What follows belongs to an exercise in optimizing a design on an open flow for small area and a short achievable clock period; a production flow would make more cautious choices. Only simulation tests tie the RTL to the original design; equivalence was not proved. No activity file was given, so power comes from the tool's default toggle rates.

File: config.mk
export PLATFORM = sky130hd
export DESIGN_NAME = mem_resp
export DESIGN_NICKNAME = mem_resp
export VERILOG_FILES = /design/flow/design.v
export SDC_FILE = /design/flow/constraint.sdc
export NUM_CORES = 4
export LEC_CHECK = 0
export CAP_MARGIN = 20
export CORE_MARGIN = 2
export CORE_UTILIZATION = 40
export SLEW_MARGIN = 20
File: constraint.sdc
create_clock -name core_clock -period 4.5 [get_ports {clk_i}]
set_input_delay 0.9000 -clock core_clock [delete_from_list [all_inputs] [get_ports {clk_i}]]
set_output_delay 0.9000 -clock core_clock [all_outputs]
set_load 0.01 [all_outputs]
File: design.v
module mem_resp #(
  parameter int ADR_WIDTH   = 10,
  parameter int DAT_WIDTH   = 8,
  parameter int MEM_DEPTH   = 256,
  parameter int WAIT_STATES = 2
) (
  input  logic                 clk_i,
  input  logic                 rst_ni,
  input  logic                 req_i,
  input  logic                 we_i,
  input  logic [ADR_WIDTH-1:0] adr_i,
  input  logic [DAT_WIDTH-1:0] dat_i,
  output logic                 busy_o,
  output logic                 ack_o,
  output logic                 err_o,
  output logic [DAT_WIDTH-1:0] dat_o
);
  localparam int IDX_W = (MEM_DEPTH > 1) ? $clog2(MEM_DEPTH) : 1;
  localparam logic [3:0] WS_INIT = WAIT_STATES;
  localparam logic [63:0] DEPTH64 = MEM_DEPTH;
  typedef enum logic [1:0] {
    S_IDLE = 2'd0,
    S_WAIT = 2'd1,
    S_ACK  = 2'd2
  } state_t;
  state_t               state;
  logic [3:0]           cnt;
  logic                 we_q;
  logic                 oor_q;
  logic [IDX_W-1:0]     idx_q;
  logic [DAT_WIDTH-1:0] dat_q;
  logic                 access;
  logic [DAT_WIDTH-1:0] mem [MEM_DEPTH];
  function automatic logic out_of_range(input logic [ADR_WIDTH-1:0] a);
    out_of_range = ({{(64-ADR_WIDTH){1'b0}}, a} >= DEPTH64);
  endfunction
  assign access = (state == S_WAIT) && (cnt == 4'd0);
  always_ff @(posedge clk_i or negedge rst_ni) begin
    if (!rst_ni) begin
      state  <= S_IDLE;
      cnt    <= 4'd0;
      we_q   <= 1'b0;
      oor_q  <= 1'b0;
      idx_q  <= '0;
      dat_q  <= '0;
      busy_o <= 1'b0;
      ack_o  <= 1'b0;
      err_o  <= 1'b0;
      dat_o  <= '0;
    end else begin
      case (state)
        S_IDLE: begin
          if (req_i) begin
            we_q   <= we_i;
            oor_q  <= out_of_range(adr_i);
            idx_q  <= adr_i[IDX_W-1:0];
            dat_q  <= dat_i;
            cnt    <= WS_INIT;
            busy_o <= 1'b1;
            state  <= S_WAIT;
          end
        end
        S_WAIT: begin
          if (cnt != 4'd0) begin
            cnt <= cnt - 4'd1;
          end else begin
            if (!we_q) dat_o <= oor_q ? '0 : mem[idx_q];
            ack_o <= 1'b1;
            err_o <= oor_q;
            state <= S_ACK;
          end
        end
        S_ACK: begin
          ack_o  <= 1'b0;
          err_o  <= 1'b0;
          busy_o <= 1'b0;
          state  <= S_IDLE;
        end
        default: begin
          ack_o  <= 1'b0;
          err_o  <= 1'b0;
          busy_o <= 1'b0;
          state  <= S_IDLE;
        end
      endcase
    end
  end
  always_ff @(posedge clk_i) begin
    if (access && we_q && !oor_q) mem[idx_q] <= dat_q;
  end
endmodule
File: run.sh
#!/bin/bash
# synth_recipe.tcl (not shown) runs the flow's synth.tcl, then flattens the netlist and writes it again
# the make line also repeats each setting of config.mk as NAME=value (left out here)
make -C /OpenROAD-flow-scripts/flow DESIGN_CONFIG=/design/flow/config.mk WORK_HOME=/design/flow/orfs CLKGATE_MAP_FILE= SYNTH_SCRIPT=/design/flow/synth_recipe.tcl finish
==> impl_metrics.toml <==
[setup_path]
ff2ff_setup_slack_ns = 0.54
endpoint_kind = "flop"
critPathLaunchType = "flop"
critPathRequiredTime_ns = 5.18
cp_max_fo = 23
setup.worst_path.start = "idx_q[0]"
worstPathArrival_ns = 4.64
r2r-end = "dat_o[1]"
crit_path_end = "dat_o[1]"
critPathKind = "flop to flop"
worstReg2RegStart = "idx_q[0]"
reg2reg_depth = 9

[sta]
timing.slew.headroom_pct = 24.09
finalHoldViolCount = 0
worst_pin_slew_ns = 1.139
slew_viol_final = 0
min_period_ns = 3.961
fin_skew_ns = 0.06884
hold-worst-slack_ns = 0.1822
fmax_ghz = 0.2525
timing.final.crit_share_pct = 88.02
grt_setup_unrepaired = "false"
setup_viol = 0

[clock_tree]
clk_latency_ns = 0.85
hold_buffers = 0
cts.sinks = 2083
cts_inserted_buffers = 208
cts_tree = "built"
clk_pin_slew_worst_paths_ns = 0.06
cts-root-buf = "clkbuf_16"
cts_setup_buffers = 0
clockBufferDepth = 3
post_cts_resized = 0
htreeDepth = 4

[job]
max-cap-violations = 0

[power]
p_sw_mw = 19.46
power_frac_seq_pct = 42.2
clkPwrFrac_pct = 28.5
internal-power_mw = 41.02
power_density_nw_per_um2 = 646.4
p_total_mw = 60.48
switching_share_pct = 32.18
p_leak_nw = 29.67
comb_power_share_pct = 29.3
vdd_drop_max_v = 0.0006571

[global_route]
grt_pass1_wl_um = 293600
grt_pass1_vias = 40450
grtUsageTotal_pct = 19.84
grt.overflow.total = 0
antenna_found_initial = 8
grt_max_degree = 162

[route]
drt_pre_antenna_iters = 5
drt_iter0_drc = 4628
vias_per_cell = 5.657
wl_per_cell_um = 28.84
via_count = 40000
drc = 0
detail-route-antenna-nets = 0
wl_um = 204000

[synthesis]
synthTopCellsByCount = "edfxtp_1 (2048), mux4_2 (463), nor2_1 (296)"
synth_largest_area_cell = "edfxtp_1"
synthesis.nets = 3816
synth_top_flop_cell = "edfxtp_1"
yosysSeqAreaShare_pct = 77.49
synth_top_area_share_pct = 76.40
yosysMostFrequentCell = "edfxtp_1"
ys_async_sr_fraction_pct = 1.680
synth_area_leaders = "edfxtp_1 (76%), mux4_2 (13%), mux2i_1 (2.0%)"
postSynthAreaPerCell_sq_um = 21.23
synthCells = 3792
ys_ff_latch = 2083
synth_warnings = 1
synth.distinct_cells = 60
netlist_area_sq_um = 80490
synth_edf_count = 2048

[run_status]
status = "complete, no violations"

[final_layout]
layout-drive-gt1-share_pct = 28.71
n_fill_cell = 16580
syn_to_final_growth_pct = 16.23
fin_nets = 4258

[die]
core_sq_um = 199900
fp.dieH_um = 452.6
io_pins = 33
die-area_sq_um = 204800
initial_core_util_pct = 40.28
die_x_um = 452.6
row_count = 164

[place]
io_buffers = 32
routabilityCongestion = 0.8417
place_hpwl_um = 128700

[hold_path]
hp-class = "primary input to async pin"
==> logic make-up (layout without fill, tap and decap cells) <==
logic type                 after synthesis  after routing  share of synthesized area [%]
and+or+nand+nor                        504            504                          2.764
adders and majority gates                2              2                        0.03108
other                                    0              2                              0
muxes                                  658            658                          15.44
DFF                                   2083           2083                          77.49
buffers and inverters                  226            847                          1.360
AOI/OAI and AO/OA                      317            317                          2.896
xor gates and xnor gates                 2              2                        0.02177
==> metrics by stage <==
| step | setup WS (ns) | instance area [sq um] | util [%] | std cells | setup TNS [ns] |
|---|---|---|---|---|---|
| 2_1_floorplan | 0.5164 | 80490 | - | 3792 | 0 |
| 3_3_place_gp | -0.2567 | 86700 | 43.38 | 6678 | -0.2567 |
| 3_5_place_dp | 0.5099 | 86730 | 43.39 | 6680 | 0 |
| 4_1_cts | 0.5016 | 93550 | 46.81 | 7069 | 0 |
| 5_1_grt | 0.4227 | 93550 | 46.81 | 7070 | 0 |
| 6_report | 0.5393 | 93560 | 46.81 | 7071 | 0 |
==> per-layer routing <==
metal / up-vias / global-route usage [%] / share of wire (%)
li1: 16740 / - / -
met1: 21330 / 27.37 / 41
met2: 1617 / 32.11 / 49
met3: 310 / 3.773 / 7.6
met4: 6 / 5.911 / 2.7
met5: - / 0 / 0.020
==> critical path, cell delays in order, from the launching register on <==
cell     delay [ns]
dfrtp_4        0.83
buf_12         0.30
and2_1         0.75
buf_4          0.32
a22oi_1        0.12
a22o_1         0.22
nand2_1        0.06
a41oi_1        0.23
nor4_1         0.81
o31ai_1        0.15
==> power by group through the flow <==
stage	clock network [mW]	logic (mW)	registers [mW]
after CTS	17.5	17.9	25.5
after detailed placement	0	17.9	25.9
final	17.3	17.7	25.5
after global placement	0	17.6	25.9
after global routing	18.3	18.6	25.6
after floorplan	0	9.45	26.9
==> layout by cell type, fill, tap and decap left out, types with 39 or more instances in the layout <==
cell type,synthesis,routed
mux4_2,463,463
a22oi_1,93,93
buf_4,28,390
mux2i_1,157,157
nor2_1,296,295
clkbuf_1,85,48
nand2_1,72,58
edfxtp_1,2048,2048
clkinv_1,0,39
clkbuf_16,0,212
==> layout make-up <==
class | instances | area (sq um) | area share, %
antenna | 2 | 5.005 | 0.005349
inverter | 4 | 15.01 | 0.01605
sequential | 2083 | 62420 | 66.72
timing repair buffer | 454 | 3874 | 4.140
clock inverter | 115 | 1146 | 1.225
multi-input combinational | 1483 | 17090 | 18.27
clock buffer | 274 | 5678 | 6.069
tap | 2656 | 3323 | 3.552
==> worst min path at each step <==
stage | start | endpoint | cells past startpoint
after global placement | busy_o | busy_o | 1
after CTS | rst_ni | idx_q[2] | 2
after detailed placement | dat_o[1] | dat_o[1] | 2
after global routing | rst_ni | idx_q[5] | 2
after floorplan | cnt[0] | cnt[0] | 1
final | rst_ni | idx_q[5] | 2
==> sequential cells by signal, indices dropped and copies added (netlist names) <==
register / cells
mem: 2048
err_o: 1
state: 2
oor_q: 1
idx_q: 8
dat_q: 8
we_q: 1
busy_o: 1
ack_o: 1
cnt: 4
dat_o: 8

-- re-timing with driven ports --
Ports are ideal in the flow. The routed layout listed here was re-timed in OpenROAD. Step 1 assumes that a clkbuf_16 drives the clock port and a buf_2 every other input. Step 2 also shifts input and output timing later by t, the mid clock arrival at the registers, as if the neighbouring blocks saw the same clock. Three values: ideal ports, drivers, drivers and shift; two values: the first two.
shift t [ns]: 0.901
setup WS [ns]: 0.539 / 0.539 / 0.539
hold slack, ns: 0.182 / 0.121 / 0.489
worst register clock-pin slew, ns: 0.07 / 0.07
worst slew at a driven data input, ns: 0.05
After both steps setup and hold are still met in this run. The setup slack of this run moves by 0.000 ns with the drivers and by 0.000 ns with both steps.
